Context: an optimization exercise on an open-source flow, tuned for small area, a short achievable clock period and few clock cycles per item. The choices shown serve that exercise and are no tape-out recipe. At most, simulation tests tie the RTL to the original design; equivalence was not proved. No functional check of the RTL was part of run 6. Power and IR drop assume default switching activity.

`design/flow/config.mk`:
```
export PLATFORM = sky130hd
export DESIGN_NAME = rv_core
export DESIGN_NICKNAME = rv_core
export VERILOG_FILES = /design/flow/design.v
export SDC_FILE = /design/flow/constraint.sdc
export NUM_CORES = 8
export LEC_CHECK = 0
export CAP_MARGIN = 20
export CORE_MARGIN = 2
export CORE_UTILIZATION = 40
export SLEW_MARGIN = 20
```
`design/flow/standard.sh`:
```
#!/bin/bash
# synth_recipe.tcl (not shown) runs the flow's synth.tcl, then flattens the netlist and writes it again
# the make line also repeats each setting of config.mk as NAME=value (left out here)
make -C /OpenROAD-flow-scripts/flow DESIGN_CONFIG=/design/flow/config.mk WORK_HOME=/design/flow/orfs CLKGATE_MAP_FILE= SYNTH_SCRIPT=/design/flow/synth_recipe.tcl "${@:-finish}"
```
`design/flow/constraint.sdc`:
```
create_clock -name core_clock -period 10.0 [get_ports {clk}]
set_input_delay 2.0000 -clock core_clock [delete_from_list [all_inputs] [get_ports {clk}]]
set_output_delay 2.0000 -clock core_clock [all_outputs]
set_load 0.01 [all_outputs]
```
`design/flow/flow/run.sh`:
```
#!/bin/bash
# Standard layout (the standard.sh) with three changes to how it is made:
# a tighter setup-repair target aimed at the worst path only, plain buf_2
# cells as the port buffers, and a clock tree of clkbuf_8 cells without
# dummy loads. The make output is kept in flow_make.log; ORFS keeps each
# step's own log under orfs/logs.
set -euo pipefail
bash standard.sh SETUP_SLACK_MARGIN=7 TNS_END_PERCENT=0 \
  "BUFFER_PORTS_ARGS=-buffer_cell sky130_fd_sc_hd__buf_2" \
  "CTS_ARGS=-sink_clustering_enable -repair_clock_nets -dont_use_dummy_load -buf_list sky130_fd_sc_hd__clkbuf_8 -sink_clustering_size 15 -sink_clustering_max_diameter 50" \
  finish > flow_make.log 2>&1
```
`design/flow/design.v`:
```
package rv_pkg;
    localparam int XLEN       = 32;
    localparam int REG_ADDR_W = 5;
    localparam logic [XLEN-1:0] RESET_PC = '0;
    localparam logic [6:0] OPC_OP     = 7'b0110011;
    localparam logic [6:0] OPC_OP_IMM = 7'b0010011;
    localparam logic [6:0] OPC_LUI    = 7'b0110111;
    localparam logic [6:0] OPC_JAL    = 7'b1101111;
    localparam logic [6:0] OPC_BRANCH = 7'b1100011;
endpackage
module rv_core (
    input  logic                          clk,
    input  logic                          rst_n,
    output logic [rv_pkg::XLEN-1:0]       imem_addr_o,
    input  logic [rv_pkg::XLEN-1:0]       imem_data_i,
    output logic                          retire_valid_o,
    output logic [rv_pkg::XLEN-1:0]       retire_pc_o,
    output logic [rv_pkg::REG_ADDR_W-1:0] retire_rd_o,
    output logic [rv_pkg::XLEN-1:0]       retire_data_o
);
    localparam int BHT_W = 4;
    localparam int BHT_N = 1 << BHT_W;
    logic [31:0] pc_q;
    logic [31:0] regs_q [1:31];
    logic [31:1] rvalid_q;
    logic [1:0]  bht_q [BHT_N];
    logic        x_valid_q;
    logic [31:0] x_pc_q;
    logic [31:0] x_alt_q;       
    logic [31:0] x_a_q;
    logic [31:0] x_b_q;
    logic [4:0]  x_rd_q;        
    logic        x_wen_q;
    logic [2:0]  x_f3_q;
    logic        x_br_q;
    logic        x_s_add_q, x_s_sll_q, x_s_lt_q, x_s_xor_q;
    logic        x_s_shr_q, x_s_or_q, x_s_and_q, x_s_lui_q, x_s_jal_q;
    logic        x_sub_q;
    logic        x_arith_q;
    logic        x_expect_q;
    logic        r_valid_q;
    logic [31:0] r_pc_q;
    logic [4:0]  r_rd_q;
    logic [31:0] r_data_q;
    logic [31:0] ins;
    logic [6:0]  opc;
    logic [2:0]  f3;
    logic [4:0]  rs1, rs2, rd;
    logic        is_op, is_opi, is_lui, is_jal, is_br, br_cond;
    logic        writes, alt, use_imm;
    logic [31:0] imm_i, imm_u;
    logic [31:0] target, pc_plus4, pc_next, f_alt;
    logic        bht_taken, pred;
    logic        mispredict;
    assign ins = imem_data_i;
    assign opc = ins[6:0];
    assign rd  = ins[11:7];
    assign f3  = ins[14:12];
    assign rs1 = ins[19:15];
    assign rs2 = ins[24:20];
    assign is_op   = opc == rv_pkg::OPC_OP;
    assign is_opi  = opc == rv_pkg::OPC_OP_IMM;
    assign is_lui  = opc == rv_pkg::OPC_LUI;
    assign is_jal  = opc == rv_pkg::OPC_JAL;
    assign is_br   = opc == rv_pkg::OPC_BRANCH;
    assign br_cond = is_br && f3[2:1] != 2'b01;
    assign writes  = is_op || is_opi || is_lui || is_jal;
    assign use_imm = is_opi || is_lui;
    assign alt     = ins[30] && (is_op || f3 == 3'b101);
    assign imm_i  = {{20{ins[31]}}, ins[31:20]};
    assign imm_u  = {ins[31:12], 12'b0};
    assign bht_taken = bht_q[pc_q[BHT_W+1:2]][1];
    assign pred      = is_jal || (br_cond && bht_taken);
    logic [31:0] target_b, target_j;
    assign target_b = pc_q + {{19{ins[31]}}, ins[31], ins[7], ins[30:25], ins[11:8], 1'b0};
    assign target_j = pc_q + {{11{ins[31]}}, ins[31], ins[19:12], ins[20], ins[30:21], 1'b0};
    assign target   = ins[3] ? target_j : target_b;
    assign pc_plus4 = {pc_q[31:2] + 30'd1, pc_q[1:0]};
    assign f_alt    = pred ? pc_plus4 : target;
    always_comb begin
        if (mispredict) begin
            pc_next = x_alt_q;
        end else if (pred) begin
            pc_next = target;
        end else begin
            pc_next = pc_plus4;
        end
    end
    assign imem_addr_o = pc_q;
    logic [31:0] rd1, rd2;
    logic        r_wen;
    assign r_wen = r_valid_q && r_rd_q != 5'd0;
    always_comb begin
        rd1 = '0;
        rd2 = '0;
        for (int i = 1; i < 32; i++) begin
            rd1 = rd1 | ({32{rs1 == 5'(i) && rvalid_q[i]}} & regs_q[i]);
            rd2 = rd2 | ({32{rs2 == 5'(i) && rvalid_q[i]}} & regs_q[i]);
        end
    end
    logic [31:0] sum, shl, shr, result;
    logic        cout, eq, lt, sel, cond;
    assign {cout, sum} = {1'b0, x_a_q} + {1'b0, x_b_q ^ {32{x_sub_q}}} + {32'b0, x_sub_q};
    assign eq = x_a_q == x_b_q;
    assign lt = !cout;
    logic [31:0] sh_in, sh_out;
    always_comb begin
        for (int i = 0; i < 32; i++) begin
            sh_in[i] = x_s_sll_q ? x_a_q[31-i] : x_a_q[i];
            shl[i]   = sh_out[31-i];
        end
    end
    assign sh_out = 32'($signed({x_arith_q && x_a_q[31], sh_in}) >>> x_b_q[4:0]);
    assign shr    = sh_out;
    assign result = ({32{x_s_add_q}} & sum)
                  | ({32{x_s_sll_q}} & shl)
                  | ({32{x_s_shr_q}} & shr)
                  | ({32{x_s_xor_q}} & (x_a_q ^ x_b_q))
                  | ({32{x_s_or_q}}  & (x_a_q | x_b_q))
                  | ({32{x_s_and_q}} & (x_a_q & x_b_q))
                  | ({32{x_s_lui_q}} & x_b_q)
                  | ({32{x_s_jal_q}} & x_alt_q)
                  | {31'b0, x_s_lt_q && lt};
    assign sel        = x_f3_q[2] ? lt : eq;
    assign cond       = sel ^ x_f3_q[0];
    assign mispredict = x_valid_q && x_br_q && (sel != x_expect_q);
    logic        fwd_a, fwd_b, byp1, byp2, sub, flip, wen;
    logic [31:0] a_val, b_val;
    assign fwd_a = x_valid_q && x_wen_q && x_rd_q == rs1;
    assign fwd_b = x_valid_q && x_wen_q && x_rd_q == rs2;
    assign sub   = is_br || ((is_op || is_opi) && (f3[2:1] == 2'b01 || (f3 == 3'b000 && alt)));
    assign wen   = writes && rd != 5'd0;
    assign byp1  = r_wen && r_rd_q == rs1;
    assign byp2  = r_wen && r_rd_q == rs2;
    assign flip  = ((is_op || is_opi) && f3 == 3'b010) || (is_br && f3[2:1] == 2'b10);
    assign a_val = fwd_a ? result : byp1 ? r_data_q : rd1;
    assign b_val = is_lui ? imm_u : is_opi ? imm_i : fwd_b ? result : byp2 ? r_data_q : rd2;
    always_ff @(posedge clk or negedge rst_n) begin
        if (!rst_n) begin
            pc_q      <= rv_pkg::RESET_PC;
            x_valid_q <= 1'b0;
            r_valid_q <= 1'b0;
        end else begin
            pc_q      <= pc_next;
            x_valid_q <= !mispredict;
            r_valid_q <= x_valid_q;
        end
    end
    always_ff @(posedge clk) begin
        x_pc_q     <= pc_q;
        x_alt_q    <= f_alt;
        x_a_q      <= a_val ^ {flip, 31'b0};
        x_b_q      <= b_val ^ {flip, 31'b0};
        x_rd_q     <= wen ? rd : 5'd0;
        x_wen_q    <= wen;
        x_f3_q     <= f3;
        x_br_q     <= br_cond;
        x_sub_q    <= sub;
        x_arith_q  <= alt && f3 == 3'b101;
        x_expect_q <= pred ^ f3[0];
        x_s_add_q  <= wen && (is_op || is_opi) && f3 == 3'b000;
        x_s_sll_q  <= wen && (is_op || is_opi) && f3 == 3'b001;
        x_s_lt_q   <= wen && (is_op || is_opi) && f3[2:1] == 2'b01;
        x_s_xor_q  <= wen && (is_op || is_opi) && f3 == 3'b100;
        x_s_shr_q  <= wen && (is_op || is_opi) && f3 == 3'b101;
        x_s_or_q   <= wen && (is_op || is_opi) && f3 == 3'b110;
        x_s_and_q  <= wen && (is_op || is_opi) && f3 == 3'b111;
        x_s_lui_q  <= wen && is_lui;
        x_s_jal_q  <= wen && is_jal;
        r_pc_q     <= x_pc_q;
        r_rd_q     <= x_rd_q;
        r_data_q   <= result;
    end
    always_ff @(posedge clk) begin
        for (int i = 1; i < 32; i++) begin
            if (r_wen && r_rd_q == 5'(i)) begin
                regs_q[i] <= r_data_q;
            end
        end
    end
    always_ff @(posedge clk or negedge rst_n) begin
        if (!rst_n) begin
            rvalid_q <= '0;
        end else begin
            for (int i = 1; i < 32; i++) begin
                if (r_wen && r_rd_q == 5'(i)) begin
                    rvalid_q[i] <= 1'b1;
                end
            end
        end
    end
    logic [BHT_W-1:0] up_idx;
    logic [1:0]       up_ctr;
    assign up_idx = x_pc_q[BHT_W+1:2];
    assign up_ctr = bht_q[up_idx];
    always_ff @(posedge clk or negedge rst_n) begin
        if (!rst_n) begin
            for (int i = 0; i < BHT_N; i++) begin
                bht_q[i] <= 2'b01;
            end
        end else if (x_valid_q && x_br_q) begin
            if (cond && up_ctr != 2'b11) begin
                bht_q[up_idx] <= up_ctr + 2'd1;
            end else if (!cond && up_ctr != 2'b00) begin
                bht_q[up_idx] <= up_ctr - 2'd1;
            end
        end
    end
    assign retire_valid_o = r_valid_q;
    assign retire_pc_o    = r_pc_q;
    assign retire_rd_o    = r_rd_q;
    assign retire_data_o  = r_data_q;
endmodule
```
==> run_results.csv, run 1 <==
group,metric,value,unit
grt,antenna_found_initial,6,
synthesis,syn_avg_cell_area,12.6,µm²
timing,fin_crit_sh,0.422,
clock_network,root_buffer,"clkbuf_8",
die,dieArea,0.157,mm²
clock_network,clock_path_buffers,3,
setup_path,critical_path_class,"in2reg",
synthesis,synthDistinctLibCells,93,
setup_path,rrSetupSlack,6.00,ns
detailed_routing,dr.first_iter.drc_count,13100,
clock_network,cts_sinks,1306,
grt,grt_pass1_vias,49200,
setup_path,cp-end-kind,"flop",
pwr,p_seq_frac,0.587,
clock_network,numCtsBuffers,132,
setup_path,r2r-start,"x_a_q[24]$_DFF_P_",
place,place.gp.congestion,1.00,
detailed_routing,routed_via_density,7.53,
clock_network,ctsHoldBuffers,0,
place,dpl_worst_slack,3.70,ns
timing,relSlewSlack,0.209,
finish,area_growth,10.8,%
setup_path,r2r_end,"bht_q[2][1]$_DFFE_PN0P_",
grt,grt-ovfl-total,0,
min_path,worstHoldStart,"x_pc_q[22]$_DFF_P_",
finish,nFillCells,13600,
grt,grt_pass1_wl,391000,µm
setup_path,setup.worst_path.start,"imem_data_i[24]",
timing,max_freq,237,MHz
synthesis,async_reset_ff_frac,0.0743,
clock_network,path_clk_slew,0.08,ns
synthesis,synth_cells,4886,
synthesis,synth_area_leaders,"edfxtp_1 48%, dfxtp_1 7.1%, a22oi_1 4.4%, a221oi_1 4.0%, a22o_1 3.9%",
synthesis,yosysTopAreaCell,"edfxtp_1",
grt,grt_max_degree,67,
die,core-area,0.152,mm²
setup_path,reg2reg_depth,11,
pwr,power_frac_clock,0.269,
die,rows,143,
synthesis,seq_area_frac_synth,0.595,
timing,worstMarginPinSlew,1.19,ns
timing,skew,0.116,ns
pwr,p_sw,0.00307,W
finish,mostFrequentLayoutCells,"992 x edfxtp_1, 364 x a22oi_1, 280 x a221oi_1, 276 x a22o_1, 211 x nand2_1",
setup_path,worst_ep_arrival_time,4.93,ns
detailed_routing,drcViolationCount,0,
detailed_routing,detail_route.first_pass.iterations,27,
detailed_routing,postRouteWirelength,287000,µm
place,io_buffers,135,
place,place_inst,6827,
min_path,hold_class,"reg2reg",
die,initial_core_util,0.404,
synthesis,synth_area,0.0615,mm²
clock_network,clock_latency,0.92,ns
detailed_routing,via_count,52700,
finish,nets,5132,
pwr,power_frac_comb,0.144,
clock_network,ctsHtreeMaxLevel,4,
grt,grt_use_total,0.354,
timing,setup_viol,0,
pwr,internal_power,0.00786,W
finish,final_common_cell,"edfxtp_1",
synthesis,synth-main-ff-cell,"edfxtp_1",
setup_path,crit_end,"x_b_q[1]$_SDFF_PP0_",
place,dp_hpwl,166000,µm
synthesis,ys_ff_latch,1306,
die,die_h,396,µm
pwr,vdd_drop_max,0.000128,V
setup_path,worstSetupStartpointType,"input port",
timing,finalSetupTns,0,ns
detailed_routing,ant_nets,0,
timing,slew_viol_final,0,
pwr,power_density,160,mW/mm²
detailed_routing,wire_per_inst,41.0,µm
synthesis,yosysWarnings,3,
setup_path,cp_data_required_time,10.71,ns
status,outcome,"complete, no violations",
setup_path,critical_path.max_fanout,18,
die,die_w,396,µm
finish,final_cells,7002,
synthesis,synthesis.nets,5051,
pwr,p_leak,24.5,nW
die,pin_count,136,
run,cap_violations,0,
timing,fin_crit,4.22,ns
timing,rsz0062_at_grt,"yes",
pwr,switching_share,0.281,
finish,layout-drive-gt1-share,0.181,
timing,timing.final.hold_violations,0,
clock_network,cts_tree,"built",
synthesis,synth_top_area_frac,0.484,
timing,finalWorstSetupSlack,5.78,ns
synthesis,synth-edff-count,992,
per-layer routing:
layer | wire [µm] | vias up | global-route usage
met5 | 241 | - | 0.00523
met4 | 26100 | 22 | 0.224
met3 | 49000 | 1852 | 0.166
met2 | 113000 | 5675 | 0.494
met1 | 98100 | 25400 | 0.439
li1 | - | 19800 | -
through the flow:
step | power [W] | util | hold WS (ns) | instance area [µm²]
6_report | 0.0109 | 0.448 | 0.313 | 68100
5_1_grt | 0.0113 | 0.447 | 0.321 | 68100
4_1_cts | 0.0109 | 0.447 | 0.311 | 68000
3_5_place_dp | 0.00797 | 0.426 | 0.312 | 64800
3_3_place_gp | 0.00795 | 0.425 | 0.310 | 64800
2_1_floorplan | 0.00736 | - | 0.310 | 61600
logic make-up (layout without fill, tap and decap cells):
group / count (synthesis) / count (layout) / share of synthesized area
XOR/XNOR: 133 / 133 / 0.0189
flip-flops: 1306 / 1306 / 0.595
AND/OR/NAND/NOR: 1037 / 1037 / 0.0847
AO/OA/AOI/OAI: 1556 / 1556 / 0.196
adder cells (fa/ha/maj): 131 / 131 / 0.0269
other: 0 / 7 / 0
buffers and inverters: 525 / 604 / 0.0337
multiplexers: 198 / 198 / 0.0449
state kept, by name, indices dropped and copies added, names as in the netlist, 32 cells and up:
| name | count |
|---|---|
| bht_q | 32 |
| pc_q | 32 |
| r_data_q | 32 |
| r_pc_q | 32 |
| regs_q | 992 |
| x_a_q | 32 |
| x_alt_q | 32 |
| x_b_q | 32 |
how the worst min path moves through the flow:
stage	end	slack, ns	depth (start not counted)
3_3_place_gp	r_pc_q[27]$_DFF_P_	0.31	0
2_1_floorplan	r_pc_q[10]$_DFF_P_	0.31	0
6_report	r_pc_q[22]$_DFF_P_	0.31	0
5_1_grt	r_pc_q[22]$_DFF_P_	0.32	0
4_1_cts	r_pc_q[22]$_DFF_P_	0.31	0
3_5_place_dp	r_pc_q[19]$_DFF_P_	0.31	0
synth_stat cells, types with 63 or more instances:
cell type and instances:
a22o_1 277, o21ai_0 130, nand4_1 115, edfxtp_1 992, clkbuf_1 317, a21oi_1 143, dfxtp_1 217, mux2_2 80
mux2i_1 63, a22oi_1 364, nand2_1 216, nor2_1 194, and3_1 76, dfrtp_1 81, inv_1 124, ha_1 129
xor2_1 82, a222oi_1 87, a221oi_1 284, nand3_1 162, nor3_1 107
area by class of cell:
class                      count  area (µm²)  share of cell area
sequential                  1306       36600               0.537
multi-input combinational   3055       24000               0.352
timing repair buffer         341        2640              0.0388
tap                         2030        2540              0.0373
clock buffer                 132        1820              0.0267
inverter                     130         499             0.00733
antenna                        7        17.5            0.000257
timing repair inverter         1        5.00           0.0000734
worst max-delay path, stage by stage:
cell and delay, ns:
buf_4 0.20, nor2b_1 0.40, and3_4 0.56, buf_4 0.57, a22oi_1 0.19, nand4_1 0.18, nor4_4 0.11, a21oi_2 0.30
a211oi_1 0.12, nor3_1 0.19
power by group through the flow:
stage / Combinational [W] / Sequential, W / Clock, W
6_report: 0.00157 / 0.00642 / 0.00295
5_1_grt: 0.00171 / 0.00643 / 0.00313
4_1_cts: 0.00153 / 0.00641 / 0.00294
3_5_place_dp: 0.00145 / 0.00652 / 0
3_3_place_gp: 0.00143 / 0.00652 / 0
2_1_floorplan: 0.00101 / 0.00636 / 0
what timing repair did:
item / CTS / global route
cloned: 4 / 0
resized for setup: 261 / 22
pin swaps: 32 / 12
setup endpoints to repair: 308 / 300
setup buffers: 27 / 5
Testbench counts, summed over its fixed seeds: cycles 81,135, instrs 80,000.
==> run 2: changes to the inputs <==
==> design/flow/run.sh (new file) <==
#!/bin/bash
# synth_recipe.tcl (not shown) runs the flow's synth.tcl, then flattens the netlist and writes it again
# the make line also repeats each setting of config.mk as NAME=value (left out here)
make -C /OpenROAD-flow-scripts/flow DESIGN_CONFIG=/design/flow/config.mk WORK_HOME=/design/flow/orfs CLKGATE_MAP_FILE= SYNTH_SCRIPT=/design/flow/synth_recipe.tcl finish
--- a/design/flow/config.mk
+++ b/design/flow/config.mk
@@ -8,4 +8,9 @@
 export CAP_MARGIN = 20
 export CORE_MARGIN = 2
 export CORE_UTILIZATION = 40
+export CTS_BUF_LIST = sky130_fd_sc_hd__clkbuf_8
+export CTS_CLUSTER_DIAMETER = 50
+export CTS_CLUSTER_SIZE = 15
+export SETUP_SLACK_MARGIN = 5
 export SLEW_MARGIN = 20
+export TNS_END_PERCENT = 0
removed: design/flow/flow/run.sh
removed: design/flow/standard.sh
==> run_results.csv, run 2 <==
group,metric,value,unit
run,cap_violations,0,
timing,fin_crit_sh,0.544,
min_path,min_to,"r_pc_q[20]$_DFF_P_",
clock_network,path_clk_slew,0.09,ns
synthesis,synth-main-ff-cell,"edfxtp_1",
detailed_routing,detail_route.first_pass.iterations,14,
pwr,power_frac_clock,0.322,
timing,skew,0.0698,ns
timing,relSlewSlack,0.196,
timing,finalWorstSetupSlack,4.56,ns
place,dp_hpwl,168000,µm
synthesis,synthesis.nets,5051,
pwr,p_leak,24.6,nW
timing,fin_crit,5.44,ns
die,core-area,0.152,mm²
pwr,vdd_drop_max,0.000123,V
synthesis,synthDistinctLibCells,93,
detailed_routing,routed_via_density,7.42,
timing,timing.final.hold_violations,0,
synthesis,ys_ff_latch,1306,
finish,final_common_cell,"edfxtp_1",
setup_path,worst_ep_arrival_time,6.25,ns
clock_network,clock_latency,0.92,ns
pwr,power,0.0118,W
detailed_routing,drcViolationCount,0,
clock_network,ctsHtreeMaxLevel,4,
finish,layout-drive-gt1-share,0.142,
finish,largest_register_ffs,992,
synthesis,synth_top_area_frac,0.484,
setup_path,path_cells,"clkdlybuf4s50_1 -> nor2b_1 -> and3_2 -> buf_4 -> a22o_1 -> a221oi_1 -> nand4_1 -> nor3_1 -> a21oi_1 -> mux2_2",
min_path,holdPathStages,0,
clock_network,cts_setup_buffers,0,
finish,mostFrequentLayoutCells,"992 x edfxtp_1, 364 x a22oi_1, 283 x a221oi_1, 277 x a22o_1, 216 x nand2_1",
synthesis,yosysTopAreaCell,"edfxtp_1",
synthesis,synth_common_cells,"992 x edfxtp_1, 364 x a22oi_1, 317 x clkbuf_1",
timing,slew_viol_final,0,
timing,rsz0062_at_grt,"yes",
grt,grt_pass1_wl,389000,µm
finish,nets,5111,
die,rows,143,
detailed_routing,postRouteWirelength,286000,µm
setup_path,r2r_end,"bht_q[4][1]$_DFFE_PN0P_",
synthesis,yosysMostFrequentCell,"edfxtp_1",
min_path,worstHoldStart,"x_pc_q[20]$_DFF_P_",
detailed_routing,via_count,52600,
setup_path,rrSetupSlack,4.92,ns
finish,fin_area,0.0685,mm²
place,place_area,0.0655,mm²
setup_path,path_buf_inv,2,
place,dpl_worst_slack,3.59,ns
setup_path,r2r-start,"x_sub_q$_DFF_P_",
clock_network,cts_tree,"built",
setup_path,cp_top_family,"simple AND/OR/NAND/NOR gates",
pwr,switching_share,0.287,
status,outcome,"complete, no violations",
setup_path,critical_path.max_fanout,20,
pwr,p_sw,0.00338,W
clock_network,numCtsBuffers,134,
die,die_h,396,µm
timing,setup_viol,0,
setup_path,worstSetupStartpointType,"input port",
pwr,power_frac_comb,0.133,
clock_network,root_buffer,"clkbuf_8",
setup_path,cp_data_required_time,10.81,ns
timing,worstMarginPinSlew,1.21,ns
setup_path,critical_path_class,"in2reg",
detailed_routing,wire_per_inst,40.4,µm
min_path,hold_class,"reg2reg",
die,pin_count,136,
grt,grt_max_degree,59,
clock_network,clock_path_buffers,3,
die,die_w,396,µm
pwr,internal_power,0.00840,W
setup_path,cp-end-kind,"flop",
grt,grt_pass1_vias,48900,
die,initial_core_util,0.404,
setup_path,cpMaxStageDelayCell,"and3_2",
synthesis,yosysWarnings,3,
setup_path,max_stage_delay,0.90,ns
synthesis,async_reset_ff_frac,0.0743,
grt,antenna_found_initial,18,
synthesis,seq_area_frac_synth,0.595,
place,place.gp.congestion,1.01,
synthesis,synth_area,0.0615,mm²
synthesis,synth_area_leaders,"edfxtp_1 48%, dfxtp_1 7.1%, a22oi_1 4.4%, a221oi_1 4.0%, a22o_1 3.9%",
die,dieArea,0.157,mm²
synthesis,syn_avg_cell_area,12.6,µm²
pwr,p_seq_frac,0.545,
timing,max_freq,184,MHz
synthesis,synth-edff-count,992,
grt,grt-ovfl-total,0,
place,io_buffers,135,
clock_network,cts_sinks,1306,
timing,finalSetupTns,0,ns
detailed_routing,dr.first_iter.drc_count,12300,
grt,grt_use_total,0.352,
pwr,power_density,172,mW/mm²
finish,nFillCells,13700,
detailed_routing,ant_nets,0,
setup_path,reg2reg_depth,13,
finish,area_growth,11.4,%
finish,top_register,"regs_q",
synthesis,synth_cells,4886,
-- run 2: cell counts after synthesis --
Identical to the previous run, type by type.
-- run 2: area by class of cell --
cell class / count / area [µm²] / area share
Tap cell: 2030 / 2540 / 0.0371
Timing Repair Buffer: 319 / 2740 / 0.0400
Clock inverter: 97 / 951 / 0.0139
Inverter: 130 / 488 / 0.00712
Sequential cell: 1306 / 36600 / 0.534
Clock buffer: 142 / 1950 / 0.0285
Antenna cell: 12 / 30.0 / 0.000438
Multi-Input combinational cell: 3055 / 23200 / 0.339
-- run 2: how the worst max path moves through the flow --
stage	from	slack, ns	to	cells after the start
finish	imem_data_i[16]	4.56	x_a_q[22]$_DFF_P_	10
detailed placement	imem_data_i[21]	3.59	pc_q[31]$_DFF_PN0_	15
floorplan	imem_data_i[3]	5.01	pc_q[20]$_DFF_PN0_	15
CTS	imem_data_i[22]	4.92	x_b_q[30]$_DFF_P_	12
global placement	imem_data_i[21]	3.48	pc_q[31]$_DFF_PN0_	15
global route	imem_data_i[24]	4.78	x_b_q[30]$_DFF_P_	11
-- run 2: cell families (layout without fill, tap and decap cells) --
| group | after synthesis | in the layout | synth area share |
|---|---|---|---|
| AO/OA/AOI/OAI | 1556 | 1556 | 0.196 |
| flip-flops | 1306 | 1306 | 0.595 |
| AND/OR/NAND/NOR | 1037 | 1037 | 0.0847 |
| buffers and inverters | 525 | 688 | 0.0337 |
| multiplexers | 198 | 198 | 0.0449 |
| XOR/XNOR | 133 | 133 | 0.0189 |
| adder cells (fa/ha/maj) | 131 | 131 | 0.0269 |
| other | 0 | 12 | 0 |
-- run 2: per-stage QoR --
step / hold WS, ns / utilization / instances
final: 0.313 / 0.450 / 7091
after global routing: 0.318 / 0.450 / 7083
after CTS: 0.318 / 0.449 / 7079
after detailed placement: 0.312 / 0.430 / 6840
after global placement: 0.310 / 0.430 / 6838
after floorplan: 0.310 / - / 4886
-- run 2: repair_timing --
item	CTS	global route
pin swaps	0	0
endpoints found under the setup margin	27	77
resized for setup	7	19
hold buffers	0	0
-- run 2: routing by layer --
layer / GRT usage / share of wire / wire [µm] / vias up
li1: - / - / - / 19800
met1: 0.433 / 0.34 / 97700 / 25300
met2: 0.500 / 0.40 / 115000 / 5731
met3: 0.154 / 0.17 / 47300 / 1739
met4: 0.232 / 0.089 / 25500 / 25
met5: 0.0120 / 0.00097 / 278 / -
-- run 2: power by group through the flow --
| stage | clock network (W) | registers (W) | logic, W |
|---|---|---|---|
| CTS | 0.00379 | 0.00641 | 0.00154 |
| detailed placement | 0 | 0.00654 | 0.00153 |
| finish | 0.00379 | 0.00642 | 0.00157 |
| global route | 0.00400 | 0.00645 | 0.00170 |
| floorplan | 0 | 0.00636 | 0.000991 |
| global placement | 0 | 0.00653 | 0.00151 |
==> run 3: changes to the inputs <==
--- a/design/flow/design.v
+++ b/design/flow/design.v
@@ -88,8 +88,6 @@
     end
     assign imem_addr_o = pc_q;
     logic [31:0] rd1, rd2;
-    logic        r_wen;
-    assign r_wen = r_valid_q && r_rd_q != 5'd0;
     always_comb begin
         rd1 = '0;
         rd2 = '0;
@@ -124,17 +122,15 @@
     assign sel        = x_f3_q[2] ? lt : eq;
     assign cond       = sel ^ x_f3_q[0];
     assign mispredict = x_valid_q && x_br_q && (sel != x_expect_q);
-    logic        fwd_a, fwd_b, byp1, byp2, sub, flip, wen;
+    logic        fwd_a, fwd_b, x_we, sub, flip, wen;
     logic [31:0] a_val, b_val;
     assign fwd_a = x_valid_q && x_wen_q && x_rd_q == rs1;
     assign fwd_b = x_valid_q && x_wen_q && x_rd_q == rs2;
     assign sub   = is_br || ((is_op || is_opi) && (f3[2:1] == 2'b01 || (f3 == 3'b000 && alt)));
     assign wen   = writes && rd != 5'd0;
-    assign byp1  = r_wen && r_rd_q == rs1;
-    assign byp2  = r_wen && r_rd_q == rs2;
     assign flip  = ((is_op || is_opi) && f3 == 3'b010) || (is_br && f3[2:1] == 2'b10);
-    assign a_val = fwd_a ? result : byp1 ? r_data_q : rd1;
-    assign b_val = is_lui ? imm_u : is_opi ? imm_i : fwd_b ? result : byp2 ? r_data_q : rd2;
+    assign a_val = fwd_a ? result : rd1;
+    assign b_val = is_lui ? imm_u : is_opi ? imm_i : fwd_b ? result : rd2;
     always_ff @(posedge clk or negedge rst_n) begin
         if (!rst_n) begin
             pc_q      <= rv_pkg::RESET_PC;
@@ -171,10 +167,11 @@
         r_rd_q     <= x_rd_q;
         r_data_q   <= result;
     end
+    assign x_we = x_valid_q && x_wen_q;
     always_ff @(posedge clk) begin
         for (int i = 1; i < 32; i++) begin
-            if (r_wen && r_rd_q == 5'(i)) begin
-                regs_q[i] <= r_data_q;
+            if (x_we && x_rd_q == 5'(i)) begin
+                regs_q[i] <= result;
             end
         end
     end
@@ -183,7 +180,7 @@
             rvalid_q <= '0;
         end else begin
             for (int i = 1; i < 32; i++) begin
-                if (r_wen && r_rd_q == 5'(i)) begin
+                if (x_we && x_rd_q == 5'(i)) begin
                     rvalid_q[i] <= 1'b1;
                 end
             end
==> design/flow/flow/run.sh (new file) <==
#!/bin/bash
# Standard layout (the standard.sh) with three changes to how it is made:
# a tighter setup-repair target aimed at the worst path only, plain buf_2
# cells as the port buffers, and a clock tree of clkbuf_8 cells without
# dummy loads. The make output is kept in flow_make.log; ORFS keeps each
# step's own log under orfs/logs.
set -euo pipefail
bash standard.sh SETUP_SLACK_MARGIN=7 TNS_END_PERCENT=0 \
  "BUFFER_PORTS_ARGS=-buffer_cell sky130_fd_sc_hd__buf_2" \
  "CTS_ARGS=-sink_clustering_enable -repair_clock_nets -dont_use_dummy_load -buf_list sky130_fd_sc_hd__clkbuf_8 -sink_clustering_size 15 -sink_clustering_max_diameter 50" \
  finish > flow_make.log 2>&1
==> design/flow/standard.sh (new file) <==
#!/bin/bash
# synth_recipe.tcl (not shown) runs the flow's synth.tcl, then flattens the netlist and writes it again
# the make line also repeats each setting of config.mk as NAME=value (left out here)
make -C /OpenROAD-flow-scripts/flow DESIGN_CONFIG=/design/flow/config.mk WORK_HOME=/design/flow/orfs CLKGATE_MAP_FILE= SYNTH_SCRIPT=/design/flow/synth_recipe.tcl "${@:-finish}"
==> design/flow/config.mk (replaced) <==
export PLATFORM = sky130hd
export DESIGN_NAME = rv_core
export DESIGN_NICKNAME = rv_core
export VERILOG_FILES = /design/flow/design.v
export SDC_FILE = /design/flow/constraint.sdc
export NUM_CORES = 8
export LEC_CHECK = 0
export CAP_MARGIN = 20
export CORE_MARGIN = 2
export CORE_UTILIZATION = 40
export SLEW_MARGIN = 20
removed: design/flow/run.sh
==> run_results.csv, run 3 <==
group,metric,value,unit
status,outcome,"complete, no violations",
timing,fin_hold_ws,0.321,ns
synthesis,synth_cells,4808,
setup_path,critical_path_class,"in2reg",
die,die_w,394,µm
finish,nets,5137,
finish,largest_register_ffs,992,
die,rows,142,
setup_path,reg2reg_depth,13,
timing,finalSetupTns,0,ns
pwr,p_leak,23.9,nW
synthesis,seq_area_frac_synth,0.603,
timing,relSlewSlack,0.194,
timing,setup_viol,0,
detailed_routing,postRouteWirelength,295000,µm
synthesis,synth_area,0.0607,mm²
synthesis,synth-main-ff-cell,"edfxtp_1",
synthesis,synth_common_cells,"992 x edfxtp_1, 367 x a22oi_1, 310 x clkbuf_1",
synthesis,yosysWarnings,3,
clock_network,cts_sinks,1306,
finish,area_growth,13.6,%
grt,grt_pass1_vias,49000,
pwr,vdd_drop_max,0.000137,V
synthesis,async_reset_ff_frac,0.0743,
detailed_routing,dr.first_iter.drc_count,13600,
pwr,power_density,155,mW/mm²
synthesis,synth_area_leaders,"edfxtp_1 49%, dfxtp_1 7.2%, a22oi_1 4.5%, a221oi_1 4.2%, a22o_1 4.0%",
grt,grt_max_degree,68,
finish,mostFrequentLayoutCells,"992 x edfxtp_1, 367 x a22oi_1, 284 x a221oi_1, 277 x a22o_1, 219 x nand2_1",
synthesis,synthDistinctLibCells,90,
timing,worstMarginPinSlew,1.21,ns
place,place.gp.congestion,1.03,
synthesis,yosysMostFrequentCell,"edfxtp_1",
place,io_buffers,135,
setup_path,path_cells,"buf_4 -> and3b_1 -> and3_2 -> buf_4 -> buf_6 -> a22o_1 -> a221oi_1 -> nand3_1 -> nor4_4 -> a21oi_1",
clock_network,path_clk_slew,0.08,ns
finish,final_common_cell,"edfxtp_1",
setup_path,worst-path-stages,10,
finish,top_register,"regs_q",
detailed_routing,routed_via_density,7.61,
timing,max_freq,253,MHz
timing,fin_crit_sh,0.395,
clock_network,root_buffer,"clkbuf_8",
detailed_routing,ant_nets,0,
grt,grt-ovfl-total,0,
setup_path,cp_top_family,"simple AND/OR/NAND/NOR gates",
clock_network,ctsHtreeMaxLevel,4,
timing,skew,0.119,ns
run,cap_violations,0,
setup_path,path_buf_inv,3,
synthesis,synth-edff-count,992,
synthesis,yosysTopAreaCell,"edfxtp_1",
grt,grt_pass1_wl,395000,µm
timing,fin_crit,3.95,ns
synthesis,syn_avg_cell_area,12.6,µm²
detailed_routing,wire_per_inst,42.1,µm
finish,layout-drive-gt1-share,0.203,
detailed_routing,detail_route.first_pass.iterations,19,
die,dieArea,0.155,mm²
timing,rsz0062_at_grt,"yes",
detailed_routing,via_count,53300,
clock_network,cts_tree,"built",
min_path,hold_class,"reg2reg",
synthesis,synthesis.nets,4973,
setup_path,cp_common_cell,"buf_4",
timing,timing.final.hold_violations,0,
setup_path,cpMaxStageDelayCell,"nor4_4",
grt,antenna_found_initial,15,
die,die_h,394,µm
place,dp_hpwl,167000,µm
setup_path,cp-end-kind,"flop",
clock_network,clock_path_buffers,3,
setup_path,max_stage_delay,0.47,ns
setup_path,worst_ep_arrival_time,4.70,ns
grt,grt_use_total,0.363,
min_path,holdPathStages,0,
timing,slew_viol_final,0,
die,pin_count,136,
die,core-area,0.150,mm²
detailed_routing,drcViolationCount,0,
clock_network,numCtsBuffers,141,
synthesis,ys_ff_latch,1306,
setup_path,cp_data_required_time,10.76,ns
setup_path,critical_path.max_fanout,17,
clock_network,clock_latency,0.99,ns
die,initial_core_util,0.404,
setup_path,worstSetupStartpointType,"input port",
synthesis,synth_top_area_frac,0.491,
-- run 3: power by group --
group	total [W]	leakage, nW	internal [W]	switching (W)
clock network	0.00305	1.01	0.00125	0.00180
logic	0.00131	10.9	0.000552	0.000758
registers	0.00631	12.0	0.00599	0.000315
-- run 3: layer usage --
| metal | wire length, µm | vias up | GRT usage |
|---|---|---|---|
| li1 | - | 19700 | - |
| met1 | 99000 | 25500 | 0.442 |
| met2 | 117000 | 5958 | 0.509 |
| met3 | 50900 | 1994 | 0.178 |
| met4 | 27000 | 30 | 0.234 |
| met5 | 510 | - | 0.0157 |
-- run 3: logic make-up after synthesis --
| group | share of synthesized area |
|---|---|
| AOI/OAI and AO/OA | 0.202 |
| DFF | 0.603 |
| and+or+nand+nor | 0.0855 |
| buffers and inverters | 0.0318 |
| muxes | 0.0336 |
| adders and majority gates | 0.0272 |
| xor gates and xnor gates | 0.0175 |
-- run 3: path summary, 6_finish.rpt --
check | start | slack (ns) | endpoint
worst max-delay path | imem_data_i[15] | 6.05 | x_a_q[9]$_DFF_P_
worst min-delay path | x_pc_q[25]$_DFF_P_ | 0.32 | r_pc_q[25]$_DFF_P_
worst max register to register | x_sub_q$_DFF_P_ | 6.22 | x_b_q[9]$_SDFF_PP0_
worst min register to register | x_pc_q[25]$_DFF_P_ | 0.32 | r_pc_q[25]$_DFF_P_
max in group asynchronous | rst_n | 7.59 | pc_q[9]$_DFF_PN0_
min in group asynchronous | rst_n | 0.98 | rvalid_q[8]$_DFFE_PN0P_
-- run 3: through the flow --
step	total power [W]	cells	cell area, µm²	util	setup WS [ns]
5_1_grt	0.0110	6988	68900	0.458	6.12
6_report	0.0107	6999	68900	0.459	6.05
4_1_cts	0.0106	6963	68400	0.455	6.32
3_3_place_gp	0.00748	6735	64100	0.427	4.05
3_5_place_dp	0.00750	6735	64100	0.427	4.10
2_1_floorplan	0.00704	4808	60900	-	5.58
-- run 3: worst reg2reg max path, stage by stage, from the launching register on --
cell      delay, ns
dfxtp_4        0.45
buf_12         0.18
xor2_1         0.18
ha_1           0.31
a21o_1         0.20
a211oi_1       0.29
nor2_1         0.12
nor3_2         0.33
xnor2_1        0.20
a22oi_1        0.18
nand4_1        0.11
buf_4          0.26
o211ai_1       0.61
a21oi_1        0.15
-- run 3: layout make-up --
cell class | count | area (µm²)
antenna | 13 | 32.5
clock buffer | 141 | 1940
fill | 13500 | 81400
inverter | 112 | 463
multi-input combinational | 3011 | 24000
sequential | 1306 | 36600
tap | 2016 | 2520
timing repair buffer | 388 | 3260
timing repair inverter | 12 | 90.1
-- run 3: timing repair --
action / CTS / global route
gates resized for setup: 352 / 55
pin swaps: 51 / 30
hold buffers: 0 / 0
cloned: 20 / 3
endpoints found under the setup margin: 1300 / 1287
buffers inserted: 67 / 20
Testbench counts of run 3, summed over its fixed seeds: cycles 81,135, instrs 80,000.
==> run 4: changes to the inputs <==
--- a/design/flow/config.mk
+++ b/design/flow/config.mk
@@ -5,6 +5,7 @@
 export SDC_FILE = /design/flow/constraint.sdc
 export NUM_CORES = 8
 export LEC_CHECK = 0
+export ABC_AREA = 1
 export CAP_MARGIN = 20
 export CORE_MARGIN = 2
 export CORE_UTILIZATION = 40
==> run_results.csv, run 4 <==
group,metric,value,unit
grt,grt.busiest_layer,"met2",
finish,area_growth,16.6,%
setup_path,max_stage_delay,0.34,ns
clock_network,ctsHtreeMaxLevel,4,
min_path,holdPathStages,0,
pwr,vdd_drop_max,0.000140,V
detailed_routing,wire_per_inst,38.0,µm
finish,regArea,0.0366,mm²
synthesis,synth_top_area_frac,0.464,
clock_network,clock_path_buffers,3,
setup_path,cpMaxStageDelayCell,"buf_4",
pwr,power_density,144,mW/mm²
setup_path,critical_path_class,"in2reg",
die,core-area,0.160,mm²
clock_network,cts_sinks,1306,
synthesis,ys_ff_latch,1306,
setup_path,path_cells,"buf_2 -> inv_1 -> nor2_1 -> nand4_1 -> buf_6 -> clkinv_4 -> buf_4 -> nand2_1 -> nand4_1 -> nor4_1 -> nand4_1 -> o21a_1",
finish,final_common_cell,"nand2_1",
detailed_routing,ant_nets,0,
timing,skew,0.136,ns
clock_network,root_buffer,"clkbuf_8",
clock_network,ctsHoldBuffers,0,
synthesis,synth_area,0.0642,mm²
grt,grt_pass1_vias,56400,
timing,finalSetupTns,0,ns
pwr,power,0.0108,W
place,place.gp.congestion,1.03,
finish,multiInputGateArea,0.0242,mm²
grt,met3_usage,0.184,
grt,grt_pass1_wl,470000,µm
place,place_inst,9039,
finish,layout-drive-gt1-share,0.150,
min_path,min_to,"r_pc_q[29]$_DFF_P_",
timing,slew_viol_final,0,
setup_path,rrSetupSlack,6.42,ns
place,io_buffers,135,
run,cap_violations,0,
finish,fin_area,0.0748,mm²
synthesis,yosysWarnings,3,
clock_network,numCtsBuffers,146,
detailed_routing,drcViolationCount,0,
setup_path,critical_path.max_fanout,14,
die,initial_core_util,0.401,
grt,grt_use_total,0.422,
setup_path,r2r_end,"x_a_q[19]$_DFF_P_",
die,die_w,405,µm
timing,fin_crit_sh,0.372,
die,rows,147,
finish,top_register,"regs_q",
synthesis,synthesis.nets,7037,
synthesis,synthDistinctLibCells,69,
grt,antenna_found_initial,43,
detailed_routing,routed_via_density,6.71,
grt,gr-usage-met1,0.507,
timing,max_freq,269,MHz
finish,final_cells,9455,
synthesis,synth_area_leaders,"edfxtp_1 46%, nand2_1 9.0%, dfxtp_1 6.8%, inv_1 5.4%, nand3_1 3.8%",
setup_path,reg2reg_depth,12,
timing,fin_crit,3.72,ns
detailed_routing,postRouteWirelength,359000,µm
detailed_routing,dr.first_iter.drc_count,12600,
finish,mostFrequentLayoutCells,"1,497 x nand2_1, 992 x edfxtp_1, 875 x inv_1, 458 x nand3_1, 398 x nor2_1",
finish,largest_register_ffs,992,
clock_network,clock_latency,0.96,ns
setup_path,worstSetupStartpointType,"input port",
grt,grt_max_degree,74,
setup_path,cp_common_cell,"nand4_1",
die,dieArea,0.164,mm²
synthesis,synth-edff-count,992,
timing,relSlewSlack,0.187,
timing,timing.final.hold_violations,0,
place,dp_hpwl,218000,µm
synthesis,synth_common_cells,"1,532 x nand2_1, 992 x edfxtp_1, 924 x inv_1",
status,outcome,"complete, no violations",
finish,nFillCells,15300,
timing,worstMarginPinSlew,1.22,ns
synthesis,yosysMostFrequentCell,"nand2_1",
synthesis,syn_avg_cell_area,9.34,µm²
min_path,worstHoldStart,"x_pc_q[29]$_DFF_P_",
grt,grt-ovfl-total,0,
die,die_h,405,µm
clock_network,path_clk_slew,0.09,ns
detailed_routing,via_count,63500,
detailed_routing,detail_route.first_pass.iterations,11,
timing,rsz0062_at_grt,"yes",
synthesis,yosysTopAreaCell,"edfxtp_1",
synthesis,seq_area_frac_synth,0.570,
setup_path,cp-end-kind,"flop",
timing,setup_viol,0,
setup_path,r2r-start,"x_a_q[14]$_DFF_P_",
pwr,p_leak,30.5,nW
grt,globalRouteMet2Util,0.593,
setup_path,cp_data_required_time,10.76,ns
synthesis,synth_cells,6872,
clock_network,cts_tree,"built",
finish,nets,7479,
place,place_area,0.0683,mm²
synthesis,synth-main-ff-cell,"edfxtp_1",
synthesis,async_reset_ff_frac,0.0743,
min_path,hold_class,"reg2reg",
die,pin_count,136,
timing,fin_hold_ws,0.324,ns
setup_path,worst_ep_arrival_time,4.49,ns
==> run 4: cell types whose count changed after synthesis, sizes merged, moves of 89 or more <==
cell    previous run  this run
o22ai             30       291
a222oi            89         0
o21ai            158       379
a22o             277        39
clkbuf           310       153
a22oi            367        18
a221oi           300        80
nor2             190       439
nand2            237      1535
nand3            107       496
inv              111       945
==> run 4: metrics by stage <==
step / utilization / setup slack [ns]
floorplan: - / 6.10
global placement: 0.427 / 4.12
detailed placement: 0.427 / 4.15
CTS: 0.454 / 6.39
global route: 0.467 / 6.34
finish: 0.468 / 6.28
==> run 4: worst max-delay path: cells and delay by family <==
kind | cells | cell delay [ns]
buf+inv | 5 | 1.16
compound gates | 1 | 0.22
simple gates | 6 | 1.08
==> run 4: area by class of cell <==
type / instances / share of cell area
flip-flops and latches: 1306 / 0.490
clock buffers: 146 / 0.0269
well taps: 2086 / 0.0349
diodes: 57 / 0.00191
repair inverters: 4 / 0.000401
repair buffers: 554 / 0.0705
inverters: 965 / 0.0526
multi-input cells: 4337 / 0.323
==> run 4: cell families after synthesis <==
group | share of synthesized area
fa+ha+maj | 0.0258
xor+xnor | 0.0127
simple gates | 0.186
flops | 0.570
compound gates | 0.132
buf+inv | 0.0739
==> run 4: power by group <==
group	total, W	leakage [nW]	switching, W	internal, W
Sequential	0.00619	10.6	0.000215	0.00597
Clock	0.00320	1.05	0.00191	0.00129
Combinational	0.00139	18.9	0.000906	0.000484
Total	0.0108	30.5	0.00303	0.00775
==> run 4: timing repair <==
action,4_1_cts,5_1_grt
endpoints found under the setup margin,1330,1411
pin swaps,32,58
resized for setup,333,326
endpoints found under the hold margin,0,0
cloned,6,9
setup buffers,120,78
==> run 4: worst max path at each step <==
stage,startpoint,endpoint,slack [ns],cells past startpoint
floorplan,imem_data_i[3],pc_q[25]$_DFF_PN0_,6.10,13
detailed placement,imem_data_i[24],x_b_q[16]$_DFF_P_,4.15,11
finish,imem_data_i[18],x_a_q[17]$_DFF_P_,6.28,12
CTS,pc_q[18]$_DFF_PN0_,imem_addr_o[18],6.39,2
global placement,imem_data_i[24],x_b_q[16]$_DFF_P_,4.12,11
global route,imem_data_i[18],x_a_q[17]$_DFF_P_,6.34,12
==> run 4: metal layers <==
metal | part of all wire | vias up
li1 | - | 24800
met1 | 0.34 | 30000
met2 | 0.40 | 6583
met3 | 0.16 | 2069
met4 | 0.10 | 26
met5 | 0.0010 | -
==> run 5: changes to the inputs <==
--- a/design/flow/design.v
+++ b/design/flow/design.v
@@ -18,7 +18,7 @@
     output logic [rv_pkg::REG_ADDR_W-1:0] retire_rd_o,
     output logic [rv_pkg::XLEN-1:0]       retire_data_o
 );
-    localparam int BHT_W = 4;
+    localparam int BHT_W = 3;
     localparam int BHT_N = 1 << BHT_W;
     logic [31:0] pc_q;
     logic [31:0] regs_q [1:31];
--- a/design/flow/config.mk
+++ b/design/flow/config.mk
@@ -5,7 +5,6 @@
 export SDC_FILE = /design/flow/constraint.sdc
 export NUM_CORES = 8
 export LEC_CHECK = 0
-export ABC_AREA = 1
 export CAP_MARGIN = 20
 export CORE_MARGIN = 2
 export CORE_UTILIZATION = 40
==> run_results.csv, run 5 <==
group,metric,value,unit
setup_path,r2r-start,"x_sub_q$_DFF_P_",
clock_network,cts_sinks,1290,
clock_network,cts_tree,"built",
timing,setup_viol,0,
finish,final_common_cell,"edfxtp_1",
synthesis,yosysWarnings,3,
synthesis,synth-main-ff-cell,"edfxtp_1",
timing,max_freq,245,MHz
detailed_routing,via_count,51300,
synthesis,ys_ff_latch,1290,
detailed_routing,postRouteWirelength,285000,µm
finish,nFillCells,13100,
clock_network,root_buffer,"clkbuf_8",
clock_network,clock_latency,0.96,ns
clock_network,ctsHoldBuffers,0,
detailed_routing,wire_per_inst,41.9,µm
finish,nets,5038,
synthesis,synthDistinctLibCells,89,
setup_path,cp-end-kind,"flop",
finish,layout-drive-gt1-share,0.188,
clock_network,ctsHtreeMaxLevel,4,
finish,area_growth,12.6,%
pwr,vdd_drop_max,0.000137,V
clock_network,numCtsBuffers,137,
synthesis,synth_area_leaders,"edfxtp_1 50%, dfxtp_1 7.3%, a22oi_1 5.4%, a221oi_1 3.9%, a22o_1 3.7%",
setup_path,critical_path.max_fanout,25,
synthesis,synthesis.nets,4896,
place,io_buffers,135,
die,pin_count,136,
timing,fin_crit_sh,0.408,
synthesis,async_reset_ff_frac,0.0628,
timing,skew,0.137,ns
timing,slew_viol_final,0,
grt,grt_max_degree,88,
finish,regArea,0.0362,mm²
timing,fin_crit,4.08,ns
synthesis,yosysMostFrequentCell,"edfxtp_1",
synthesis,seq_area_frac_synth,0.608,
run,cap_violations,0,
die,core-area,0.148,mm²
synthesis,synth_top_area_frac,0.501,
die,die_w,390,µm
die,initial_core_util,0.403,
pwr,p_leak,22.8,nW
detailed_routing,routed_via_density,7.55,
setup_path,cpMaxStageDelayCell,"and3_2",
detailed_routing,detail_route.first_pass.iterations,14,
setup_path,path_cells,"buf_2 -> nand2_1 -> nor2_1 -> and3_2 -> buf_6 -> a22oi_1 -> nand4_1 -> nor3_1 -> a31oi_1 -> o22a_1 -> o21a_1",
detailed_routing,drcViolationCount,0,
finish,fin_area,0.0669,mm²
synthesis,syn_avg_cell_area,12.6,µm²
setup_path,setup.worst_path.start,"imem_data_i[20]",
setup_path,critical_path_class,"in2reg",
die,rows,141,
synthesis,synth-edff-count,992,
synthesis,synth_cells,4729,
place,place.gp.congestion,1.00,
synthesis,synth_common_cells,"992 x edfxtp_1, 424 x a22oi_1, 311 x clkbuf_1",
grt,grt-ovfl-total,0,
setup_path,worst_ep_arrival_time,4.95,ns
pwr,power_density,159,mW/mm²
clock_network,clock_path_buffers,3,
grt,grt_use_total,0.363,
setup_path,worstSetupStartpointType,"input port",
timing,relSlewSlack,0.188,
place,place_area,0.0626,mm²
timing,finalSetupTns,0,ns
grt,grt_pass1_vias,47700,
place,dp_hpwl,160000,µm
timing,timing.final.hold_violations,0,
synthesis,yosysTopAreaCell,"edfxtp_1",
die,die_h,390,µm
timing,worstMarginPinSlew,1.22,ns
finish,top_register,"regs_q",
die,dieArea,0.152,mm²
pwr,power,0.0106,W
setup_path,max_stage_delay,0.55,ns
grt,grt_pass1_wl,383000,µm
clock_network,path_clk_slew,0.09,ns
min_path,hold_class,"reg2reg",
synthesis,synth_area,0.0595,mm²
detailed_routing,dr.first_iter.drc_count,11700,
finish,multiInputGateArea,0.0228,mm²
setup_path,cp_data_required_time,10.88,ns
grt,antenna_found_initial,12,
detailed_routing,ant_nets,0,
status,outcome,"complete, no violations",
finish,mostFrequentLayoutCells,"992 x edfxtp_1, 424 x a22oi_1, 256 x a221oi_1, 252 x a22o_1, 240 x nand2_1",
timing,rsz0062_at_grt,"yes",
finish,largest_register_ffs,992,
min_path,worstHoldStart,"x_pc_q[14]$_DFF_P_",
## run 5: cell types whose count changed after synthesis, moves of 213 or more
cell,previous run,this run
o22ai_1,291,11
o21ai_0,347,112
inv_1,924,105
nand3_1,484,135
a22oi_1,18,424
nand2_1,1532,244
a22o_1,39,252
nor2_1,437,211
## run 5: area by class of cell
class,instances,share of cell area
multi-input combinational,2951,0.340
timing repair inverter,11,0.00120
inverter,107,0.00677
timing repair buffer,373,0.0468
antenna,6,0.000224
clock buffer,137,0.0282
tap,1930,0.0361
sequential,1290,0.541
## run 5: cells by family after synthesis
kind of cell    Yosys count  share of synthesized area
mux                     131                     0.0298
xor+xnor                124                     0.0183
buf+inv                 489                     0.0319
simple gates           1050                     0.0879
flops                  1290                      0.608
fa+ha+maj               133                     0.0282
compound gates         1512                      0.196
## run 5: worst paths after layout
path	endpoint	slack, ns	cells after the start
min in group asynchronous	rvalid_q[25]$_DFFE_PN0P_	0.97	1
max in group asynchronous	x_valid_q$_DFF_PN0_	7.69	2
max reg2reg	x_b_q[15]$_DFF_P_	6.07	15
min reg2reg	r_pc_q[14]$_DFF_P_	0.32	0
max	x_b_q[23]$_DFF_P_	5.92	11
min	r_pc_q[14]$_DFF_P_	0.32	0
## run 5: timing repair
item,4_1_cts,5_1_grt
setup endpoints to repair,1284,1277
cloned,10,9
resized for setup,147,211
buffers inserted,33,45
pin swaps,21,46
## run 5: power breakdown
part / switching (W) / leakage (nW) / internal (W) / total, W
registers: 0.000331 / 11.1 / 0.00596 / 0.00629
logic: 0.000773 / 10.7 / 0.000591 / 0.00136
clock network: 0.00178 / 0.985 / 0.00121 / 0.00300
total: 0.00288 / 22.8 / 0.00776 / 0.0106
## run 5: per-layer routing
layer,share of wire,vias to the layer above,track usage
met4,0.093,31,0.242
met2,0.40,5682,0.508
met3,0.18,1860,0.179
met5,0.0038,-,0.0344
met1,0.33,24600,0.435
li1,-,19200,-
## run 5: stage by stage
stage          cells  utilization  setup WS, ns  hold slack (ns)
2_1_floorplan   4729            -          5.40            0.310
3_3_place_gp    6565        0.424          4.28            0.310
3_5_place_dp    6565        0.424          4.23            0.312
4_1_cts         6745        0.444          6.03            0.328
5_1_grt         6801        0.453          6.02            0.328
6_report        6805        0.453          5.92            0.322
## run 5: worst max-delay path, delay by kind of cell
kind | cells | cell delay (ns)
buf+inv | 2 | 0.76
simple gates | 5 | 1.16
compound gates | 4 | 1.02
Testbench counts of run 5, summed over its fixed seeds: cycles 82,002, instrs 80,000.
==> run 6: changes to the inputs <==
--- a/design/flow/design.v
+++ b/design/flow/design.v
@@ -18,7 +18,7 @@
     output logic [rv_pkg::REG_ADDR_W-1:0] retire_rd_o,
     output logic [rv_pkg::XLEN-1:0]       retire_data_o
 );
-    localparam int BHT_W = 3;
+    localparam int BHT_W = 4;
     localparam int BHT_N = 1 << BHT_W;
     logic [31:0] pc_q;
     logic [31:0] regs_q [1:31];
@@ -33,11 +33,11 @@
     logic        x_wen_q;
     logic [2:0]  x_f3_q;
     logic        x_br_q;
-    logic        x_s_add_q, x_s_sll_q, x_s_lt_q, x_s_xor_q;
+    logic        x_s_add_q, x_s_sll_q, x_s_slt_q, x_s_sltu_q, x_s_xor_q;
     logic        x_s_shr_q, x_s_or_q, x_s_and_q, x_s_lui_q, x_s_jal_q;
     logic        x_sub_q;
     logic        x_arith_q;
-    logic        x_expect_q;
+    logic        x_pred_q;
     logic        r_valid_q;
     logic [31:0] r_pc_q;
     logic [4:0]  r_rd_q;
@@ -48,7 +48,7 @@
     logic [4:0]  rs1, rs2, rd;
     logic        is_op, is_opi, is_lui, is_jal, is_br, br_cond;
     logic        writes, alt, use_imm;
-    logic [31:0] imm_i, imm_u;
+    logic [31:0] imm_i, imm_u, imm_bj;
     logic [31:0] target, pc_plus4, pc_next, f_alt;
     logic        bht_taken, pred;
     logic        mispredict;
@@ -69,12 +69,11 @@
     assign alt     = ins[30] && (is_op || f3 == 3'b101);
     assign imm_i  = {{20{ins[31]}}, ins[31:20]};
     assign imm_u  = {ins[31:12], 12'b0};
+    assign imm_bj = ins[3] ? {{11{ins[31]}}, ins[31], ins[19:12], ins[20], ins[30:21], 1'b0}
+                           : {{19{ins[31]}}, ins[31], ins[7], ins[30:25], ins[11:8], 1'b0};
     assign bht_taken = bht_q[pc_q[BHT_W+1:2]][1];
     assign pred      = is_jal || (br_cond && bht_taken);
-    logic [31:0] target_b, target_j;
-    assign target_b = pc_q + {{19{ins[31]}}, ins[31], ins[7], ins[30:25], ins[11:8], 1'b0};
-    assign target_j = pc_q + {{11{ins[31]}}, ins[31], ins[19:12], ins[20], ins[30:21], 1'b0};
-    assign target   = ins[3] ? target_j : target_b;
+    assign target   = pc_q + imm_bj;
     assign pc_plus4 = {pc_q[31:2] + 30'd1, pc_q[1:0]};
     assign f_alt    = pred ? pc_plus4 : target;
     always_comb begin
@@ -97,19 +96,13 @@
         end
     end
     logic [31:0] sum, shl, shr, result;
-    logic        cout, eq, lt, sel, cond;
-    assign {cout, sum} = {1'b0, x_a_q} + {1'b0, x_b_q ^ {32{x_sub_q}}} + {32'b0, x_sub_q};
-    assign eq = x_a_q == x_b_q;
-    assign lt = !cout;
-    logic [31:0] sh_in, sh_out;
-    always_comb begin
-        for (int i = 0; i < 32; i++) begin
-            sh_in[i] = x_s_sll_q ? x_a_q[31-i] : x_a_q[i];
-            shl[i]   = sh_out[31-i];
-        end
-    end
-    assign sh_out = 32'($signed({x_arith_q && x_a_q[31], sh_in}) >>> x_b_q[4:0]);
-    assign shr    = sh_out;
+    logic        eq, lt_s, lt_u, cond;
+    assign sum  = x_a_q + x_b_q + {31'b0, x_sub_q};
+    assign eq   = &(x_a_q ^ x_b_q);
+    assign lt_s = (x_a_q[31] == x_b_q[31]) ? x_a_q[31] : sum[31];
+    assign lt_u = (x_a_q[31] == x_b_q[31]) ? !x_b_q[31] : sum[31];
+    assign shl  = x_a_q << x_b_q[4:0];
+    assign shr  = 32'($signed({x_arith_q && x_a_q[31], x_a_q}) >>> x_b_q[4:0]);
     assign result = ({32{x_s_add_q}} & sum)
                   | ({32{x_s_sll_q}} & shl)
                   | ({32{x_s_shr_q}} & shr)
@@ -118,18 +111,15 @@
                   | ({32{x_s_and_q}} & (x_a_q & x_b_q))
                   | ({32{x_s_lui_q}} & x_b_q)
                   | ({32{x_s_jal_q}} & x_alt_q)
-                  | {31'b0, x_s_lt_q && lt};
-    assign sel        = x_f3_q[2] ? lt : eq;
-    assign cond       = sel ^ x_f3_q[0];
-    assign mispredict = x_valid_q && x_br_q && (sel != x_expect_q);
-    logic        fwd_a, fwd_b, x_we, sub, flip, wen;
-    logic [31:0] a_val, b_val;
+                  | {31'b0, (x_s_slt_q && lt_s) || (x_s_sltu_q && lt_u)};
+    assign cond       = x_f3_q[2] ? ((x_f3_q[1] ? lt_u : lt_s) ^ x_f3_q[0]) : (eq ^ x_f3_q[0]);
+    assign mispredict = x_valid_q && x_br_q && (cond != x_pred_q);
+    logic        fwd_a, fwd_b, sub, wen;
+    logic [31:0] b_val;
     assign fwd_a = x_valid_q && x_wen_q && x_rd_q == rs1;
     assign fwd_b = x_valid_q && x_wen_q && x_rd_q == rs2;
     assign sub   = is_br || ((is_op || is_opi) && (f3[2:1] == 2'b01 || (f3 == 3'b000 && alt)));
     assign wen   = writes && rd != 5'd0;
-    assign flip  = ((is_op || is_opi) && f3 == 3'b010) || (is_br && f3[2:1] == 2'b10);
-    assign a_val = fwd_a ? result : rd1;
     assign b_val = is_lui ? imm_u : is_opi ? imm_i : fwd_b ? result : rd2;
     always_ff @(posedge clk or negedge rst_n) begin
         if (!rst_n) begin
@@ -145,18 +135,19 @@
     always_ff @(posedge clk) begin
         x_pc_q     <= pc_q;
         x_alt_q    <= f_alt;
-        x_a_q      <= a_val ^ {flip, 31'b0};
-        x_b_q      <= b_val ^ {flip, 31'b0};
+        x_a_q      <= fwd_a ? result : rd1;
+        x_b_q      <= b_val ^ {32{sub}};
         x_rd_q     <= wen ? rd : 5'd0;
         x_wen_q    <= wen;
         x_f3_q     <= f3;
         x_br_q     <= br_cond;
         x_sub_q    <= sub;
-        x_arith_q  <= alt && f3 == 3'b101;
-        x_expect_q <= pred ^ f3[0];
+        x_arith_q  <= alt;
+        x_pred_q   <= pred;
         x_s_add_q  <= wen && (is_op || is_opi) && f3 == 3'b000;
         x_s_sll_q  <= wen && (is_op || is_opi) && f3 == 3'b001;
-        x_s_lt_q   <= wen && (is_op || is_opi) && f3[2:1] == 2'b01;
+        x_s_slt_q  <= wen && (is_op || is_opi) && f3 == 3'b010;
+        x_s_sltu_q <= wen && (is_op || is_opi) && f3 == 3'b011;
         x_s_xor_q  <= wen && (is_op || is_opi) && f3 == 3'b100;
         x_s_shr_q  <= wen && (is_op || is_opi) && f3 == 3'b101;
         x_s_or_q   <= wen && (is_op || is_opi) && f3 == 3'b110;
@@ -167,10 +158,9 @@
         r_rd_q     <= x_rd_q;
         r_data_q   <= result;
     end
-    assign x_we = x_valid_q && x_wen_q;
     always_ff @(posedge clk) begin
         for (int i = 1; i < 32; i++) begin
-            if (x_we && x_rd_q == 5'(i)) begin
+            if (x_valid_q && x_wen_q && x_rd_q == 5'(i)) begin
                 regs_q[i] <= result;
             end
         end
@@ -180,7 +170,7 @@
             rvalid_q <= '0;
         end else begin
             for (int i = 1; i < 32; i++) begin
-                if (x_we && x_rd_q == 5'(i)) begin
+                if (x_valid_q && x_wen_q && x_rd_q == 5'(i)) begin
                     rvalid_q[i] <= 1'b1;
                 end
             end
==> design/flow/run.sh (new file) <==
#!/bin/bash
# synth_recipe.tcl (not shown) runs the flow's synth.tcl, then flattens the netlist and writes it again
# the make line also repeats each setting of config.mk as NAME=value (left out here)
make -C /OpenROAD-flow-scripts/flow DESIGN_CONFIG=/design/flow/config.mk WORK_HOME=/design/flow/orfs CLKGATE_MAP_FILE= SYNTH_SCRIPT=/design/flow/synth_recipe.tcl finish
--- a/design/flow/config.mk
+++ b/design/flow/config.mk
@@ -8,4 +8,5 @@
 export CAP_MARGIN = 20
 export CORE_MARGIN = 2
 export CORE_UTILIZATION = 40
+export SETUP_SLACK_MARGIN = 5
 export SLEW_MARGIN = 20
removed: design/flow/flow/run.sh
removed: design/flow/standard.sh
==> run_results.csv, run 6 <==
group,metric,value,unit
status,outcome,"complete, no violations",
synthesis,synth-edff-count,992,
detailed_routing,routed_via_density,7.47,
clock_network,ctsHtreeMaxLevel,4,
finish,final_common_cell,"edfxtp_1",
pwr,power_frac_clock,0.415,
clock_network,ctsHoldBuffers,0,
synthesis,synth-main-ff-cell,"edfxtp_1",
die,pin_count,136,
finish,area_growth,15.0,%
setup_path,r2r_end,"x_a_q[14]$_DFF_P_",
finish,layout-drive-gt1-share,0.138,
synthesis,synth_area_leaders,"edfxtp_1 49%, dfxtp_1 7.2%, a22oi_1 4.7%, a221oi_1 4.2%, a22o_1 3.9%",
clock_network,path_clk_slew,0.06,ns
grt,grt_max_degree,85,
grt,grt_use_total,0.365,
synthesis,ys_ff_latch,1308,
clock_network,cts_sinks,1308,
synthesis,synth_top_area_frac,0.487,
setup_path,reg2reg_depth,14,
place,place_inst,6898,
timing,skew,0.0423,ns
timing,finalSetupTns,0,ns
finish,fin_area,0.0704,mm²
die,core-area,0.152,mm²
clock_network,clock_latency,0.81,ns
grt,grt_pass1_vias,49100,
place,dp_hpwl,175000,µm
setup_path,critical_path_class,"in2reg",
detailed_routing,postRouteWirelength,297000,µm
finish,final_core_util,0.463,
min_path,hold_class,"reg2reg",
clock_network,numCtsBuffers,140,
detailed_routing,ant_nets,0,
die,rows,143,
pwr,internal_power,0.00985,W
synthesis,yosysTopAreaCell,"edfxtp_1",
timing,max_freq,190,MHz
detailed_routing,via_count,53700,
pwr,vdd_drop_max,0.000148,V
setup_path,cp_data_required_time,10.62,ns
setup_path,max_stage_delay,0.84,ns
timing,timing.final.hold_violations,0,
detailed_routing,dr.first_iter.drc_count,13000,
pwr,power_density,189,mW/mm²
detailed_routing,drcViolationCount,0,
synthesis,yosysWarnings,3,
place,place.gp.congestion,1.00,
place,io_buffers,135,
pwr,power_frac_comb,0.106,
finish,final_cells,7182,
die,die_w,395,µm
clock_network,cts_tree,"built",
setup_path,path_buf_inv,2,
setup_path,r2r-start,"x_b_q[4]$_DFF_P_",
die,initial_core_util,0.403,
grt,grt_pass1_wl,399000,µm
detailed_routing,detail_route.first_pass.iterations,14,
pwr,p_leak,24.3,nW
pwr,p_seq_frac,0.480,
setup_path,cp-end-kind,"flop",
synthesis,seq_area_frac_synth,0.598,
synthesis,async_reset_ff_frac,0.0742,
setup_path,cp_top_family,"simple AND/OR/NAND/NOR gates",
die,die_h,395,µm
die,dieArea,0.156,mm²
finish,nets,5158,
setup_path,critical_path.max_fanout,23,
timing,fin_crit_sh,0.525,
pwr,power,0.0133,W
pwr,p_sw,0.00343,W
## run 6: metrics by stage
step                worst slack, ns  hold WS, ns
floorplan                      5.04        0.310
global placement               3.83        0.310
detailed placement             3.87        0.312
CTS                            5.00        0.322
global route                   4.99        0.328
finish                         4.75        0.320
## run 6: power by group through the flow
stage | registers [W] | clock network (W) | logic, W
final | 0.00637 | 0.00551 | 0.00140
after floorplan | 0.00634 | 0 | 0.000875
after detailed placement | 0.00649 | 0 | 0.00138
after CTS | 0.00637 | 0.00552 | 0.00139
after global placement | 0.00649 | 0 | 0.00136
after global routing | 0.00639 | 0.00572 | 0.00154
## run 6: layout make-up
cell class              count  area (µm²)
inverters                 117         458
diodes                     15        37.5
repair buffers            324        2810
clock inverters            95        1100
repair inverters            5        35.0
clock buffers             162        3690
well taps                2030        2540
fillers                 13400       81500
flip-flops and latches   1308       36600
multi-input cells        3126       23100
## run 6: logic make-up (layout without fill, tap and decap cells)
group | count (synthesis) | after routing | synth area share
AO/OA/AOI/OAI | 1679 | 1679 | 0.207
other | 0 | 15 | 0
multiplexers | 156 | 156 | 0.0371
XOR/XNOR | 109 | 109 | 0.0156
AND/OR/NAND/NOR | 1080 | 1080 | 0.0875
adder cells (fa/ha/maj) | 102 | 102 | 0.0212
buffers and inverters | 515 | 703 | 0.0331
flip-flops | 1308 | 1308 | 0.598
## run 6: worst reg2reg max path, cell delays in order, from the launching register on
cell and delay [ns]:
dfxtp_1 0.44, buf_6 0.40, inv_1 0.11, buf_4 0.26, ha_1 0.51, o21a_1 0.19, o31ai_2 0.09, a21oi_1 0.43
a21boi_1 0.30, xnor2_1 0.33, a221oi_1 0.13, buf_4 0.22, inv_1 0.68, nor2_1 0.11, a21oi_1 0.57
## run 6: how the worst min path moves through the flow
stage / to / slack [ns] / cells past startpoint / from
floorplan: r_pc_q[10]$_DFF_P_ / 0.31 / 0 / x_pc_q[10]$_DFF_P_
global placement: r_pc_q[11]$_DFF_P_ / 0.31 / 0 / x_pc_q[11]$_DFF_P_
detailed placement: r_pc_q[20]$_DFF_P_ / 0.31 / 0 / x_pc_q[20]$_DFF_P_
CTS: r_pc_q[25]$_DFF_P_ / 0.32 / 0 / x_pc_q[25]$_DFF_P_
global route: r_pc_q[11]$_DFF_P_ / 0.33 / 0 / x_pc_q[11]$_DFF_P_
finish: r_pc_q[11]$_DFF_P_ / 0.32 / 0 / x_pc_q[11]$_DFF_P_
## run 6: metal layers
metal | GRT usage | wire (µm) | share of wire
met1 | 0.445 | 100000 | 0.34
met2 | 0.513 | 119000 | 0.40
met3 | 0.173 | 50600 | 0.17
met4 | 0.238 | 27100 | 0.091
met5 | 0.0120 | 383 | 0.0013
## run 6: what timing repair did
action                                  in CTS  in global routing
endpoints found under the setup margin     214                227
gates resized for setup                     16                 41
cloned                                       1                  4
buffers inserted                             2                  5
pin swaps                                    1                  2

[port drivers added, routing unchanged]
How much do the figures lean on ideal ports? The routed layouts below were timed once more, with nothing changed but the port constraints.
Step 1: set_driving_cell puts a clkbuf_16 on clk and a buf_2 on each other input, an assumption about the parent block.
Step 2 times the ports against the registers' clock, not the clock port: input delays grow and output delays shrink by t, the midpoint of the rising clock arrivals with the driver on.
a / b / c = no drivers / after step 1 / after step 2; a / b = the first two.
| run | shift t [ns] | slack for setup (ns) |
|---|---|---|
| run 1 | 0.938 | 5.782 / 5.838 / 4.900 |
| run 2 | 0.970 | 4.559 / 4.624 / 3.654 |
| run 3 | 1.001 | 6.054 / 6.096 / 5.095 |
| run 4 | 0.974 | 6.278 / 6.248 / 5.274 |
| run 5 | 0.968 | 5.921 / 5.963 / 4.995 |
| run 6 | 0.871 | 4.749 / 4.789 / 3.919 |
After both steps setup and hold are still met in every run listed.
